What follows belongs to an exercise in optimizing a design on an open flow for small area, a short achievable clock period and few clock cycles; a production flow would make more cautious choices. In this exercise RTL edits were held to simulation tests only and were not proved equivalent to the original. Power is estimated from default activity; no workload was simulated.

--- flow/config.mk ---
export PLATFORM = sky130hd
export DESIGN_NAME = mpls_proc
export DESIGN_NICKNAME = mpls_proc
export VERILOG_FILES = /design/flow/design.v
export SDC_FILE = /design/flow/constraint.sdc
export NUM_CORES = 4
export LEC_CHECK = 0
export CAP_MARGIN = 20
export CORE_MARGIN = 2
export CORE_UTILIZATION = 40
export SLEW_MARGIN = 20
--- flow/constraint.sdc ---
create_clock -name core_clock -period 5.0 [get_ports {clk}]
set_input_delay 1.0000 -clock core_clock [delete_from_list [all_inputs] [get_ports {clk}]]
set_output_delay 1.0000 -clock core_clock [all_outputs]
set_load 0.01 [all_outputs]
--- flow/design.v ---
`default_nettype none
`default_nettype wire
`default_nettype none
package mpls_pkg;
   typedef struct packed {
      logic [8-1:0] ctrl;
      logic [64-1:0] data;
   } pkt_word_t;
   typedef struct packed {
      logic       unicast;    
      logic [7:0] dst_port;   
   } route_t;
   typedef struct packed {
      logic [3:0]  cmd;
      logic [19:0] swap_label;
      logic [2:0]  out_port;
   } mpls_cmd_t;
   function automatic mpls_cmd_t decode_cmd(input logic [72-1:0] word);
      decode_cmd = {word[71:68], word[49:30], word[60:58]};   
   endfunction
endpackage
`default_nettype wire
`timescale 1ns/1ps
`default_nettype none
module mpls_proc (
   input  logic                   clk,
   input  logic                   reset,
   input  logic [8+64-1:0]  in_word,     
   input  logic                   in_wr,
   output logic                   in_rdy,
   output logic [8+64-1:0]  out_word,    
   output logic                   out_wr,
   input  logic                   out_rdy,
   input  logic [48-1:0]      bram_dst_mac,
   input  logic [72-1:0] mplsword,
   input  logic                   unicast_out,
   input  logic [7:0]             ttl_stat_out
);
   localparam int DEPTH = 29;           
   localparam int AW    = 5;
   logic [2:0]  widx;                   
   logic        mpls_q;                 
   logic [7:0]  in_ctrl;
   logic        in_end;
   logic        cpu;
   logic        swp;
   logic        mpls_now;
   logic [63:0] ed;
   assign in_ctrl  = in_word[71:64];
   assign in_end   = (in_ctrl != 8'h00) && (in_ctrl != 8'hff);
   assign cpu      = !unicast_out || (ttl_stat_out <= 8'd1);
   assign swp      = (mplsword[71:68] == 4'd1);
   assign mpls_now = (in_word[31:16] == 16'h8847);
   always_comb begin
      ed = in_word[63:0];
      if (widx == 3'd0) begin
         if (cpu) ed[55:48] = 8'h01 << (in_word[18:16] + 3'd1);
         else     ed[55:48] = 8'h01 << mplsword[60:58];
      end
      if (!cpu && widx == 3'd1) begin
         ed[63:16] = bram_dst_mac;
      end
      if (!cpu && widx == 3'd2 && mpls_now && swp) begin
         ed[15:0] = mplsword[49:34];
      end
      if (!cpu && widx == 3'd3 && mpls_q) begin
         if (swp) ed[63:60] = mplsword[33:30];
         ed[55:48] = in_word[55:48] - 8'd1;
      end
   end
   always_ff @(posedge clk) begin
      if (reset) begin
         widx <= 3'd0;
      end else if (in_wr) begin
         if (in_end)              widx <= 3'd0;
         else if (widx != 3'd4)   widx <= widx + 3'd1;
      end
   end
   always_ff @(posedge clk) begin
      if (in_wr && widx == 3'd2) mpls_q <= mpls_now;
   end
   logic [63:0]   mem [0:DEPTH-1];
   logic [AW-1:0] wp, rp, cnt;
   logic          fempty;               
   logic          hv;                   
   logic          owr;
   logic          rdy_q;
   logic          end_in;               
   logic [7:0]    endc;
   logic          nxt_hdr;              
   logic [63:0]   out_d;
   logic [7:0]    out_c;
   logic          hfree;
   logic          frd;
   logic          fwr;
   logic          hv_n;
   logic [AW-1:0] cnt_n;
   logic          last_rd;
   logic          head_end;
   assign hfree    = !hv || owr;
   assign frd      = hfree && !fempty;
   assign fwr      = in_wr && !(hfree && fempty);
   assign hv_n     = hfree ? (!fempty || in_wr) : 1'b1;
   assign last_rd  = end_in && (cnt == AW'(1));
   assign head_end = fempty ? in_end : last_rd;
   always_comb begin
      cnt_n = cnt;
      if (fwr && !frd) cnt_n = cnt + AW'(1);
      if (!fwr && frd) cnt_n = cnt - AW'(1);
   end
   always_ff @(posedge clk) begin
      if (fwr) mem[wp] <= ed;
   end
   always_ff @(posedge clk) begin
      if (reset) begin
         wp      <= '0;
         rp      <= '0;
         cnt     <= '0;
         fempty  <= 1'b1;
         hv      <= 1'b0;
         owr     <= 1'b0;
         rdy_q   <= 1'b1;
         end_in  <= 1'b0;
         nxt_hdr <= 1'b1;
      end else begin
         if (fwr) wp <= (wp == AW'(DEPTH-1)) ? '0 : wp + AW'(1);
         if (frd) rp <= (rp == AW'(DEPTH-1)) ? '0 : rp + AW'(1);
         cnt    <= cnt_n;
         fempty <= (cnt_n == '0);
         hv     <= hv_n;
         owr    <= out_rdy && hv_n;
         rdy_q  <= !(hv_n && cnt_n == AW'(DEPTH));
         if (fwr && in_end) end_in <= 1'b1;
         else if (frd && last_rd) end_in <= 1'b0;
         if (hfree && hv_n) nxt_hdr <= head_end;
      end
   end
   always_ff @(posedge clk) begin
      if (fwr && in_end) endc <= in_ctrl;
   end
   always_ff @(posedge clk) begin
      if (hfree) begin
         if (fempty) begin
            out_d <= ed;
            out_c <= in_ctrl;
         end else begin
            out_d <= mem[rp];
            out_c <= nxt_hdr ? 8'hff : (last_rd ? endc : 8'h00);
         end
      end
   end
   assign out_word = {out_c, out_d};
   assign out_wr   = owr;
   assign in_rdy   = rdy_q;
endmodule
`default_nettype wire
--- flow/run.sh ---
#!/bin/bash
# synth_recipe.tcl (not shown) runs the flow's synth.tcl, then flattens the netlist and writes it again
# the make line also repeats each setting of config.mk as NAME=value (left out here)
make -C /OpenROAD-flow-scripts/flow DESIGN_CONFIG=/design/flow/config.mk WORK_HOME=/design/flow/orfs CLKGATE_MAP_FILE= SYNTH_SCRIPT=/design/flow/synth_recipe.tcl finish
==> flow_metrics.env, run 1 <==
export IMPL_synth_seq_cells=1966
export IMPL_post_cts_buffers=0
export IMPL_hold_path_depth=2
export IMPL_slowest_delay_ps=620
export IMPL_crit_path_max_fanout=30
export IMPL_endpoint_kind="flip-flop"
export IMPL_synth_top_flop_cell="edfxtp_1"
export IMPL_synth_edf_count=1937
export IMPL_seq_area_frac_synth=0.768
export IMPL_min_period_ps=3630
export IMPL_worstHoldEndpoint="end_in"
export IMPL_ir_worst_vdd_uv=273
export IMPL_m1WireLength_um=81200
export IMPL_gp_congestion=0.783
export IMPL_num_fill_cells=15586
export IMPL_grt_ovfl_total=0
export IMPL_drt_iter0_markers=3892
export IMPL_final_cells=6489
export IMPL_cts_made_buffers=192
export IMPL_crit_slowest_cell="clkdlybuf4s50_1"
export IMPL_coreArea_um2=190000
export IMPL_ant_nets=0
export IMPL_io_pins=279
export IMPL_dieArea_um2=195000
export IMPL_synthCells=3448
export IMPL_drt_pass1_iter_count=5
export IMPL_finalMaxSlewViolations=0
export IMPL_port_buffers=232
export IMPL_holdBufCountCts=0
export IMPL_drt_wirelength_per_cell_um=30.1
export IMPL_setup_viol=0
export IMPL_p_leak_nw=27.1
export IMPL_drc_errors=0
export IMPL_crit_chain="clkdlybuf4s50_1 > ha_1 > nor4bb_1 > and4_1 > buf_4 > and4_4 > buf_12 > mux2_4 > o2bb2ai_1"
export IMPL_worstMarginPinSlew_ps=1010
export IMPL_cts_sinks=1966
export IMPL_path_depth=9
export IMPL_final_cell_mix="edfxtp_1 (1937), mux4_2 (507), clkdlybuf4s50_1 (232)"
export IMPL_arrival_ps=4180
export IMPL_start_kind="primary input"
export IMPL_n_antenna_cell=0
export IMPL_worstSetupPathType="primary input to flip-flop"
export IMPL_syn2layout_area_growth_pct=16.6
export IMPL_cp_num_buf_inv=3
export IMPL_period_share=0.725
export IMPL_num_vias=37558
export IMPL_hold_viol=0
export IMPL_layout_drive_gt1_share=0.262
export IMPL_fin_skew_ps=33.2
export IMPL_grt_pass1_vias=37521
export IMPL_power_density_nw_per_um2=432
export IMPL_syn_area_um2=76500
export IMPL_slew_headroom=0.327
export IMPL_grt_pass1_wl_um=276000
export IMPL_yosysUniqueCellTypes=73
export IMPL_min_path_type="flip-flop to flip-flop"
export IMPL_max_freq_ghz=0.276
export IMPL_regArea_um2=58800
export IMPL_clockBufferDepth=3
export IMPL_h_tree_depth=4
export IMPL_grt_antenna_before_repair=5
export IMPL_max_cap_violations=0
export IMPL_r2r_end="mem[25][55]"
export IMPL_yosys_warnings=1
export IMPL_synth_area_per_cell_um2=22.2
export IMPL_r2r_start="hv"
export IMPL_status="timing/DRC/antenna clean"
export IMPL_grt_use_total=0.200
export IMPL_die_x_um=441
export IMPL_synthesis_nets=3669
export IMPL_dr_wl_met3_um=13500
export IMPL_routed_top_layer="met5"
export IMPL_required_ps=5550
export IMPL_std_cell_rows=160
export IMPL_post_route_util=0.469
export IMPL_grt_max_degree=84
export IMPL_initial_core_util=0.402
export IMPL_finalWirelength_um=195000
export IMPL_min_from="end_in"
export IMPL_r2r_setup_slack_ps=1600
export IMPL_root_buffer="clkbuf_16"
export IMPL_reg2reg_depth=7
export IMPL_die_y_um=441
export IMPL_clkLatencyLatePin_ps=830
export IMPL_dp_cells=6138
export IMPL_path_clk_slew_ps=60
export IMPL_multiInputGateArea_um2=17100
export IMPL_critPathTopFamily="buffers and inverters"
export IMPL_avgViaCountPerCell=5.79
export IMPL_fin_nets=4042
export IMPL_tritoncts="done"
export IMPL_dp_hpwl_um=104000
export IMPL_dr_wl_met2_um=94600
export IMPL_ctsResizeCount=0
export IMPL_layout_commonest_cell="edfxtp_1"
export IMPL_rsz0062_at_grt="false"
export IMPL_synthArstFlopShare=0
-- cell type report --
type / instances / share of cell area
multi-input cells: 1276 / 0.192
clock inverters: 107 / 0.0120
flip-flops and latches: 1966 / 0.659
well taps: 2511 / 0.0352
inverters: 19 / 0.000827
repair buffers: 366 / 0.0447
clock buffers: 244 / 0.0570
-- kinds of logic (layout without fill, tap and decap cells) --
group	after synthesis	after routing	synth area share
fa+ha+maj	16	16	0.00262
compound gates	289	289	0.0266
flops	1966	1966	0.768
xor+xnor	9	9	0.00103
mux	661	661	0.171
buf+inv	206	736	0.0120
simple gates	301	301	0.0186
-- cell usage after synthesis, types with 17 or more instances --
library cell / instances / share of area
o21ai_0: 66 / 0.0043
nand2_1: 110 / 0.0054
a22oi_1: 20 / 0.0020
buf_2: 66 / 0.0043
nand2b_1: 18 / 0.0015
nor2_1: 76 / 0.0037
buf_1: 35 / 0.0017
a21oi_1: 32 / 0.0021
mux2i_1: 83 / 0.011
nor3_1: 22 / 0.0014
inv_1: 18 / 0.00088
edfxtp_1: 1937 / 0.76
mux2_2: 61 / 0.0090
dfxtp_1: 29 / 0.0076
a21o_1: 21 / 0.0021
a31oi_1: 17 / 0.0014
clkbuf_1: 75 / 0.0037
mux4_2: 507 / 0.15
-- metal layers --
metal,up-vias,global-route usage
li1,15406,-
met1,20372,0.279
met2,1486,0.322
met3,290,0.0349
met4,4,0.0644
met5,-,0
-- per-stage QoR --
step	hold WS, ps	setup TNS, ps	total power, W	area [µm²]	worst slack (ps)
5_1_grt	510	0	0.0398	89200	1300
3_5_place_dp	469	0	0.0247	83100	534
4_1_cts	477	0	0.0389	89200	1430
6_report	477	0	0.0385	89200	1370
2_1_floorplan	449	-388350	0.0228	76500	-439
3_3_place_gp	463	0	0.0247	83100	607
-- worst max path at each step --
stage | start | endpoint
5_1_grt | in_word[16] | out_d[15]
3_3_place_gp | in_word[16] | out_d[10]
6_report | in_word[16] | out_d[9]
3_5_place_dp | in_word[16] | out_d[10]
2_1_floorplan | owr | mem[25][0]
4_1_cts | in_word[16] | out_d[9]
-- registers in the layout, indices dropped and copies added (netlist names), 3 cells and up, named ones only --
register / count
mem: 1856
out_d: 64
endc: 8
out_c: 8
cnt: 5
rp: 5
wp: 5
widx: 3
-- worst min-delay path, stage by stage (launching register included) --
cell	delay [ps]
dfxtp_1	300
o21ai_0	60
a21oi_1	60
-- where the power goes --
group	switching, W	internal (W)	total (W)
clock network	0.00606	0.00817	0.0142
registers	0.000280	0.0186	0.0189
logic	0.00266	0.00275	0.00540
Testbench counts, summed over its fixed seeds: cycles 27,614.
==> inputs of run 2 (changes only) <==
--- a/flow/design.v
+++ b/flow/design.v
@@ -79,8 +79,8 @@
    always_ff @(posedge clk) begin
       if (in_wr && widx == 3'd2) mpls_q <= mpls_now;
    end
-   logic [63:0]   mem [0:DEPTH-1];
-   logic [AW-1:0] wp, rp, cnt;
+   logic [63:0]   q [0:DEPTH];         
+   logic [AW-1:0] cnt;
    logic          fempty;               
    logic          hv;                   
    logic          owr;
@@ -108,13 +108,18 @@
       if (fwr && !frd) cnt_n = cnt + AW'(1);
       if (!fwr && frd) cnt_n = cnt - AW'(1);
    end
-   always_ff @(posedge clk) begin
-      if (fwr) mem[wp] <= ed;
+   assign q[DEPTH] = '0;
+   for (genvar i = 0; i < DEPTH; i++) begin : g_q
+      logic ld, sh, hd;
+      assign ld = frd ? (cnt == AW'(i+1)) : (cnt == AW'(i));
+      assign sh = frd && !ld;
+      assign hd = !frd && !ld;
+      always_ff @(posedge clk) begin
+         q[i] <= ({64{sh}} & q[i+1]) | ({64{ld}} & ed) | ({64{hd}} & q[i]);
+      end
    end
    always_ff @(posedge clk) begin
       if (reset) begin
-         wp      <= '0;
-         rp      <= '0;
          cnt     <= '0;
          fempty  <= 1'b1;
          hv      <= 1'b0;
@@ -123,8 +128,6 @@
          end_in  <= 1'b0;
          nxt_hdr <= 1'b1;
       end else begin
-         if (fwr) wp <= (wp == AW'(DEPTH-1)) ? '0 : wp + AW'(1);
-         if (frd) rp <= (rp == AW'(DEPTH-1)) ? '0 : rp + AW'(1);
          cnt    <= cnt_n;
          fempty <= (cnt_n == '0);
          hv     <= hv_n;
@@ -144,7 +147,7 @@
             out_d <= ed;
             out_c <= in_ctrl;
          end else begin
-            out_d <= mem[rp];
+            out_d <= q[0];
             out_c <= nxt_hdr ? 8'hff : (last_rd ? endc : 8'h00);
          end
       end
--- a/flow/config.mk
+++ b/flow/config.mk
@@ -7,5 +7,7 @@
 export LEC_CHECK = 0
 export CAP_MARGIN = 20
 export CORE_MARGIN = 2
-export CORE_UTILIZATION = 40
+export CORE_UTILIZATION = 55
+export PLACE_DENSITY = 0.7
+export SETUP_SLACK_MARGIN = 2.4
 export SLEW_MARGIN = 20
==> flow_metrics.env, run 2 <==
export IMPL_setup_viol=0
export IMPL_drt_pass1_iter_count=7
export IMPL_synth_compound_area_frac=0.349
export IMPL_ant_nets=0
export IMPL_io_pins=279
export IMPL_worstHoldEndpoint="q[28][10]"
export IMPL_die_x_um=361
export IMPL_routed_top_layer="met4"
export IMPL_synth_edf_count=81
export IMPL_clkPwrFrac=0.225
export IMPL_die_y_um=361
export IMPL_arrival_ps=3360
export IMPL_yosys_warnings=2
export IMPL_clockBufferDepth=3
export IMPL_drc_errors=0
export IMPL_post_route_util=0.660
export IMPL_synth_area_per_cell_um2=9.95
export IMPL_seq_area_frac_synth=0.570
export IMPL_worstSetupPathType="primary input to flip-flop"
export IMPL_cts_sinks=1951
export IMPL_grt_max_degree=69
export IMPL_synth_top_flop_cell="dfxtp_1"
export IMPL_p_seq_frac=0.454
export IMPL_syn2layout_area_growth_pct=18.9
export IMPL_drt_iter0_markers=6185
export IMPL_fin_setup_tns_ps=0
export IMPL_avgViaCountPerCell=6.68
export IMPL_gp_congestion=0.864
export IMPL_grt_pass1_wl_um=329000
export IMPL_fin_nets=7129
export IMPL_syn_area_um2=69900
export IMPL_m1WireLength_um=89900
export IMPL_synth_simple_area_share=0.0201
export IMPL_p_leak_nw=30.7
export IMPL_hold_path_depth=2
export IMPL_dr_wl_met2_um=102000
export IMPL_fin_area_um2=83100
export IMPL_min_path_type="flip-flop to flip-flop"
export IMPL_switching_share=0.354
export IMPL_grt_ovfl_total=0
export IMPL_slowest_delay_ps=570
export IMPL_synth_most_common_cell="dfxtp_1"
export IMPL_r2r_start="cnt[2]"
export IMPL_finalMaxSlewViolations=0
export IMPL_path_common_cell="buf_12"
export IMPL_placed_cell_area_um2=74000
export IMPL_fin_skew_ps=26.1
export IMPL_std_cell_rows=130
export IMPL_synth_fa_ha_area_frac=0.00233
export IMPL_status="timing/DRC/antenna clean"
export IMPL_grt_antenna_before_repair=1
export IMPL_dp_hpwl_um=116000
export IMPL_tritoncts="done"
export IMPL_intPower_w=0.0406
export IMPL_path_depth=10
export IMPL_worstMarginPinSlew_ps=995
export IMPL_cts_made_buffers=187
export IMPL_yosys_top_cells_area="dfxtp_1 (54%), a22oi_1 (19%), o21ai_0 (12%), clkbuf_1 (4.0%), edfxtp_1 (3.5%)"
export IMPL_hold_viol=0
export IMPL_synthCells=7031
export IMPL_root_buffer="clkbuf_16"
export IMPL_start_kind="primary input"
export IMPL_yosysUniqueCellTypes=60
export IMPL_grt_use_total=0.315
export IMPL_cp_num_buf_inv=5
export IMPL_port_buffers=232
export IMPL_r2r_setup_slack_ps=2400
export IMPL_crit_path_max_fanout=8
export IMPL_synthesis_nets=7249
export IMPL_synth_seq_cells=1951
export IMPL_dieArea_um2=130000
export IMPL_synth_top_cell_area_share=0.535
export IMPL_drt_wirelength_per_cell_um=24.8
export IMPL_crit_chain="buf_6 > or4_4 > o21ai_4 > buf_12 > mux2_4 > a222oi_1 > buf_4 > buf_8 > buf_12 > o31ai_1"
export IMPL_reg2reg_depth=8
export IMPL_largest_reg_flops=1856
export IMPL_r2r_end="q[23][49]"
export IMPL_ir_worst_vdd_uv=514
export IMPL_required_ps=5660
export IMPL_synth_common_cells="dfxtp_1 (1870), a22oi_1 (1792), o21ai_0 (1635)"
export IMPL_layout_drive_gt1_share=0.127
export IMPL_power_density_nw_per_um2=755
export IMPL_synth_area_mux_share=0.00973
export IMPL_h_tree_depth=4
export IMPL_synth_xor_area_frac=0.00100
export IMPL_synthArstFlopShare=0
export IMPL_coreArea_um2=126000
export IMPL_yosysTopAreaCell="dfxtp_1"
export IMPL_rsz0062_at_grt="true"
export IMPL_critPathTopFamily="buffers and inverters"
export IMPL_pwr_share_comb=0.321
export IMPL_p_sw_w=0.0222
export IMPL_initial_core_util=0.556
export IMPL_clkLatencyLatePin_ps=820
export IMPL_max_freq_ghz=0.370
export IMPL_dr_wl_met3_um=15300
export IMPL_n_antenna_cell=0
export IMPL_synth_top_family_by_area="compound AO/OA/AOI/OAI gates"
export IMPL_top_regs="q x1856, out_d x64"
export IMPL_path_clk_slew_ps=60
export IMPL_final_cell_mix="dfxtp_1 (1864), a22oi_1 (1782), o21ai_1 (1340)"
export IMPL_min_from="q[28][10]"
export IMPL_crit_slowest_cell="or4_4"
export IMPL_slew_headroom=0.336
export IMPL_grt_pass1_vias=54152
export IMPL_max_flop_register="q"
export IMPL_max_cap_violations=0
export IMPL_num_vias=58261
export IMPL_finalWirelength_um=216000
export IMPL_period_share=0.540
export IMPL_layout_commonest_cell="dfxtp_1"
export IMPL_endpoint_kind="flip-flop"
export IMPL_min_period_ps=2700
export IMPL_holdBufCountCts=0
run 2: cell count changes in the layout (fill, tap and decap cells not counted), sizes merged, moves of 236 or more:
cell    before   now
a22oi       20  1792
dfxtp       29  1870
edfxtp    1937    81
mux4       507     0
o21ai       68  1636
o31ai        3   239
run 2: metal layers:
metal	track usage	vias up
li1	-	26749
met1	0.408	28539
met2	0.525	2465
met3	0.0512	508
met4	0.128	0
met5	0	-
run 2: how the worst max path moves through the flow:
stage | from | endpoint | slack (ps)
global route | ttl_stat_out[6] | q[16][49] | 2280
global placement | in_word[29] | q[27][12] | 840
CTS | cnt[1] | q[3][58] | 2240
detailed placement | in_word[29] | out_d[15] | 810
finish | ttl_stat_out[6] | q[18][49] | 2300
floorplan | ttl_stat_out[4] | out_d[49] | 1950
run 2: what timing repair did:
item,CTS,global route
setup endpoints to repair,2006,1572
gates cloned,68,14
buffers inserted,61,19
gates resized for setup,354,135
pin swaps,44,38
run 2: stage by stage:
stage / hold WS, ps / setup WS (ps) / std cells / total power (W)
after floorplan: 426 / 1950 / 7031 / 0.0430
after global placement: 434 / 838 / 8210 / 0.0458
after detailed placement: 441 / 814 / 8210 / 0.0469
after CTS: 449 / 2240 / 8683 / 0.0620
after global routing: 466 / 2280 / 8716 / 0.0663
final: 449 / 2300 / 8716 / 0.0628
run 2: worst reg2reg max path, delay by kind of cell (launching register included):
family / cells / cell delay (ps)
buffers and inverters: 4 / 1050
AOI/OAI and AO/OA: 3 / 1010
DFF: 1 / 300
and+or+nand+nor: 1 / 160
run 2: kinds of logic after synthesis:
family,after synthesis
mux,67
buf+inv,873
compound gates,3815
xor+xnor,8
simple gates,304
fa+ha+maj,13
flops,1951
run 2: final cells by class:
| cell class | instances | area, µm² |
|---|---|---|
| repair inverters | 1 | 5.00 |
| multi-input cells | 4271 | 29300 |
| inverters | 12 | 52.6 |
| well taps | 1650 | 2060 |
| flip-flops and latches | 1951 | 39900 |
| repair buffers | 487 | 5570 |
| fillers | 9544 | 42800 |
| clock buffers | 287 | 5670 |
| clock inverters | 57 | 542 |
run 2: power groups by stage:
stage          clock network, W  logic (W)  registers, W
2_1_floorplan                 0     0.0158        0.0271
3_3_place_gp                  0     0.0175        0.0283
3_5_place_dp                  0     0.0183        0.0286
4_1_cts                  0.0142     0.0195        0.0283
5_1_grt                  0.0149     0.0222        0.0292
6_report                 0.0141     0.0201        0.0285
Testbench counts of run 2, summed over its fixed seeds: cycles 27,614.
==> inputs of run 3 (changes only) <==
--- a/flow/config.mk
+++ b/flow/config.mk
@@ -9,5 +9,5 @@
 export CORE_MARGIN = 2
 export CORE_UTILIZATION = 55
 export PLACE_DENSITY = 0.7
-export SETUP_SLACK_MARGIN = 2.4
+export SETUP_SLACK_MARGIN = 2.8
 export SLEW_MARGIN = 20
==> flow_metrics.env, run 3 <==
export IMPL_yosys_warnings=2
export IMPL_status="did not finish"
export IMPL_tool_error="[ERROR GRT-0232] Routing congestion too high. Check the congestion heatmap in the GUI."
export IMPL_synth_common_cells="dfxtp_1 (1870), a22oi_1 (1792), o21ai_0 (1635)"
export IMPL_worst_endpoint_pin_kind="register input"
export IMPL_port_buffers=232
export IMPL_root_buffer="clkbuf_16"
export IMPL_holdBufCountCts=0
export IMPL_clockBufferDepth=3
export IMPL_yosysTopAreaCell="dfxtp_1"
export IMPL_die_x_um=361
export IMPL_yosysUniqueCellTypes=60
export IMPL_synth_edf_count=81
export IMPL_h_tree_depth=4
export IMPL_seq_area_frac_synth=0.570
export IMPL_cts_sinks=1951
export IMPL_initial_core_util=0.556
export IMPL_gp_congestion=0.838
export IMPL_synth_top_cell_area_share=0.535
export IMPL_synth_seq_cells=1951
export IMPL_grt_repair_worst_endpoint="out_d[6]$_DFFE_PN_/D"
export IMPL_grt_max_degree=72
export IMPL_haltStage="global routing (5_1_grt)"
export IMPL_syn_area_um2=69900
export IMPL_dp_hpwl_um=117000
export IMPL_io_pins=279
export IMPL_grt_use_total=0.817
export IMPL_synthCells=7031
export IMPL_std_cell_rows=130
export IMPL_die_y_um=361
export IMPL_grt_ovfl_total=205
export IMPL_synth_top_flop_cell="dfxtp_1"
export IMPL_grt_antenna_before_repair=49
export IMPL_synth_area_per_cell_um2=9.95
export IMPL_yosys_top_cells_area="dfxtp_1 (54%), a22oi_1 (19%), o21ai_0 (12%), clkbuf_1 (4.0%), edfxtp_1 (3.5%)"
export IMPL_synthesis_nets=7249
export IMPL_synthArstFlopShare=0
export IMPL_cts_made_buffers=186
export IMPL_synth_most_common_cell="dfxtp_1"
export IMPL_post_place_ws_ps=728
## run 3: worst max path at each step
stage	from	to	slack (ps)	depth (start not counted)
after floorplan	ttl_stat_out[4]	out_d[49]	1950	6
after global placement	in_word[26]	out_d[5]	770	8
after detailed placement	in_word[26]	out_d[5]	730	8
after CTS	ttl_stat_out[4]	out_d[6]	2230	14
## run 3: cell families after synthesis
group / Yosys count / share of synthesized area
muxes: 67 / 0.00973
adders and majority gates: 13 / 0.00233
AOI/OAI and AO/OA: 3815 / 0.349
DFF: 1951 / 0.570
and+or+nand+nor: 304 / 0.0201
buffers and inverters: 873 / 0.0481
xor gates and xnor gates: 8 / 0.00100
## run 3: metal layers
metal / global-route usage / GRT overflow
met5: 0.632 / 0
met2: 0.926 / 109
met1: 0.793 / 3
met3: 0.737 / 6
met4: 0.813 / 87
## run 3: power groups by stage
stage / Sequential (W) / Combinational (W) / Clock [W]
floorplan: 0.0271 / 0.0158 / 0
global placement: 0.0283 / 0.0177 / 0
CTS: 0.0283 / 0.0244 / 0.0141
detailed placement: 0.0286 / 0.0185 / 0
## run 3: metrics by stage
step                utilization  cells  instance area [µm²]  hold slack [ps]
detailed placement        0.590   8214                74200              443
CTS                       0.768   9276                96700              446
floorplan                     -   7031                74100              426
global placement          0.590   8214                74200              434
## run 3: timing repair
action / 4_1_cts
buffers inserted: 460
pin swaps: 958
cloned: 265
endpoints found under the setup margin: 2008
resized for setup: 1903
==> inputs of run 4 (changes only) <==
--- a/flow/config.mk
+++ b/flow/config.mk
@@ -7,7 +7,5 @@
 export LEC_CHECK = 0
 export CAP_MARGIN = 20
 export CORE_MARGIN = 2
-export CORE_UTILIZATION = 55
-export PLACE_DENSITY = 0.7
-export SETUP_SLACK_MARGIN = 2.8
+export CORE_UTILIZATION = 40
 export SLEW_MARGIN = 20
==> flow_metrics.env, run 4 <==
export IMPL_grt_ovfl_total=0
export IMPL_grt_use_total=0.222
export IMPL_max_cap_violations=0
export IMPL_slowest_delay_ps=740
export IMPL_rsz0062_at_grt="false"
export IMPL_cts_sinks=1951
export IMPL_multiInputGateArea_um2=28100
export IMPL_worstMarginPinSlew_ps=1160
export IMPL_clockBufferDepth=3
export IMPL_grt_max_degree=76
export IMPL_total_power_w=0.0605
export IMPL_ir_worst_vdd_uv=514
export IMPL_initial_core_util=0.402
export IMPL_std_cell_rows=153
export IMPL_synthArstFlopShare=0
export IMPL_p_leak_nw=29.3
export IMPL_ctsResizeCount=0
export IMPL_grt_pass1_vias=51976
export IMPL_hold_slack_ps=454
export IMPL_arrival_ps=4310
export IMPL_crit_path_max_fanout=65
export IMPL_avgViaCountPerCell=6.00
export IMPL_crit_chain="nor2b_1 > nor2_4 > buf_4 > a21oi_4 > buf_4 > or2_2 > buf_4 > o21ai_0"
export IMPL_fin_setup_tns_ps=0
export IMPL_ant_nets=0
export IMPL_h_tree_depth=4
export IMPL_yosys_warnings=2
export IMPL_coreArea_um2=174000
export IMPL_seq_area_frac_synth=0.570
export IMPL_die_y_um=422
export IMPL_pwr_share_comb=0.295
export IMPL_synth_seq_cells=1951
export IMPL_post_route_util=0.466
export IMPL_holdBufCountCts=0
export IMPL_drt_iter0_markers=4731
export IMPL_min_path_type="flip-flop to flip-flop"
export IMPL_intPower_w=0.0397
export IMPL_num_vias=55481
export IMPL_synth_edf_count=81
export IMPL_drt_wirelength_per_cell_um=22.1
export IMPL_tritoncts="done"
export IMPL_die_x_um=422
export IMPL_synthesis_nets=7249
export IMPL_finalMaxSlewViolations=0
export IMPL_synthCells=7031
export IMPL_switching_share=0.344
export IMPL_period_share=0.729
export IMPL_yosysUniqueCellTypes=60
export IMPL_synth_area_per_cell_um2=9.95
export IMPL_min_period_ps=3650
export IMPL_dp_hpwl_um=124000
export IMPL_max_flop_register="q"
export IMPL_top_regs="q x1856, out_d x64"
export IMPL_final_cells=9253
export IMPL_post_cts_buffers=0
export IMPL_clkLatencyLatePin_ps=830
export IMPL_root_buffer="clkbuf_16"
export IMPL_yosysTopAreaCell="dfxtp_1"
export IMPL_gp_congestion=0.840
export IMPL_fin_nets=6992
export IMPL_max_freq_ghz=0.274
export IMPL_grt_antenna_before_repair=1
export IMPL_endpoint_kind="flip-flop"
export IMPL_clkPwrFrac=0.235
export IMPL_syn2layout_area_growth_pct=15.9
export IMPL_dieArea_um2=178000
export IMPL_dp_cells=8907
export IMPL_layout_commonest_cell="dfxtp_1"
export IMPL_drt_pass1_iter_count=6
export IMPL_synth_common_cells="dfxtp_1 (1870), a22oi_1 (1792), o21ai_0 (1635)"
export IMPL_num_fill_cells=15961
export IMPL_path_clk_slew_ps=60
export IMPL_port_buffers=232
export IMPL_crit_slowest_cell="buf_4"
export IMPL_worstSetupPathType="flip-flop to flip-flop"
export IMPL_synth_top_flop_cell="dfxtp_1"
export IMPL_synth_most_common_cell="dfxtp_1"
export IMPL_finalWirelength_um=204000
export IMPL_fin_skew_ps=22.6
export IMPL_slew_headroom=0.228
export IMPL_cts_made_buffers=188
export IMPL_power_density_nw_per_um2=746
export IMPL_p_sw_w=0.0208
export IMPL_drc_errors=0
export IMPL_status="timing/DRC/antenna clean"
export IMPL_p_seq_frac=0.470
export IMPL_path_common_cell="buf_4"
export IMPL_hold_viol=0
export IMPL_io_pins=279
export IMPL_yosys_top_cells_area="dfxtp_1 (54%), a22oi_1 (19%), o21ai_0 (12%), clkbuf_1 (4.0%), edfxtp_1 (3.5%)"
export IMPL_start_kind="flip-flop"
export IMPL_largest_reg_flops=1856
export IMPL_regArea_um2=39900
export IMPL_final_cell_mix="dfxtp_1 (1868), a22oi_1 (1792), o21ai_0 (1635)"
export IMPL_required_ps=5660
export IMPL_syn_area_um2=69900
export IMPL_synth_top_cell_area_share=0.535
export IMPL_grt_pass1_wl_um=321000
export IMPL_setup_viol=0
export IMPL_layout_drive_gt1_share=0.0935
-- run 4: cell counts after synthesis --
No cell type changed its count.
-- run 4: power groups by stage --
stage	Clock, W	Sequential (W)	Combinational, W
final	0.0142	0.0284	0.0178
after global routing	0.0151	0.0292	0.0202
after CTS	0.0145	0.0283	0.0179
after detailed placement	0	0.0286	0.0178
after global placement	0	0.0283	0.0171
after floorplan	0	0.0271	0.0132
-- run 4: worst paths after layout --
| kind | from | endpoint | slack [ps] | depth (start not counted) |
|---|---|---|---|---|
| setup / recovery | hv | q[2][14] | 1350 | 8 |
| setup reg to reg | hv | q[2][14] | 1350 | 8 |
| hold / removal | q[28][32] | q[28][32] | 450 | 2 |
| hold reg to reg | q[28][32] | q[28][32] | 450 | 2 |
-- run 4: cell type report --
type                    count  share of cell area
clock inverters            57             0.00770
repair buffers            414              0.0474
inverters                  12            0.000571
well taps                2325              0.0359
clock buffers             286              0.0691
flip-flops and latches   1951               0.492
multi-input cells        4207               0.347
diodes                      1           0.0000309
-- run 4: worst max-delay path, delay by kind of cell, from the launching register on --
| family | cells | cell delay [ps] |
|---|---|---|
| buffers and inverters | 3 | 1660 |
| AO/OA/AOI/OAI | 2 | 320 |
| AND/OR/NAND/NOR | 3 | 1020 |
| flip-flops | 1 | 350 |
-- run 4: per-layer routing --
metal  part of all wire  track usage  up-vias
li1                   -            -    26330
met1               0.45        0.295    27389
met2               0.47        0.371     1470
met3              0.049       0.0283      292
met4              0.029       0.0725        0
met5                  0            0        -
-- run 4: kinds of logic after synthesis --
| family | share of synthesized area |
|---|---|
| multiplexers | 0.00973 |
| AO/OA/AOI/OAI | 0.349 |
| AND/OR/NAND/NOR | 0.0201 |
| adder cells (fa/ha/maj) | 0.00233 |
| XOR/XNOR | 0.00100 |
| buffers and inverters | 0.0481 |
| flip-flops | 0.570 |
-- run 4: through the flow --
step           area (µm²)  setup slack, ps
2_1_floorplan       69900             1520
3_3_place_gp        74700              760
3_5_place_dp        74700              783
4_1_cts             81000             1240
5_1_grt             81000             1080
6_report            81000             1350

## re-timing with driven ports
The results above use ideal ports. As a check the final layouts listed here were re-extracted and re-timed, cells and wires unchanged. Step 1: set_driving_cell puts a clkbuf_16 on clk and a buf_2 on each other input, an assumption about the parent block. Step 2 adds t to the input delays and takes it off the output delays; t is the mean of the earliest and latest rising clock arrival at the registers after step 1. Input paths then give back, and output paths get back, about the clock's delay inside the block. a / b / c = ideal ports / drivers / drivers and shift; a / b = the first two.
| run | t, ns | setup slack, ns | worst setup path at the end | clock arrival spread, ns |
|---|---|---|---|---|
| run 1 | 0.898 | 1.374 / 1.431 / 0.533 | input to register | 0.037 / 0.036 |
| run 2 | 0.886 | 2.300 / 2.350 / 1.464 | input to register | 0.032 / 0.032 |
| run 4 | 0.905 | 1.354 / 1.354 / 0.647 | input to register | 0.031 / 0.031 |
After both steps setup and hold are still met in every run listed. For run 1, which loses most, drivers alone change the setup slack by +0.057 ns; drivers and shift together by -0.841 ns.
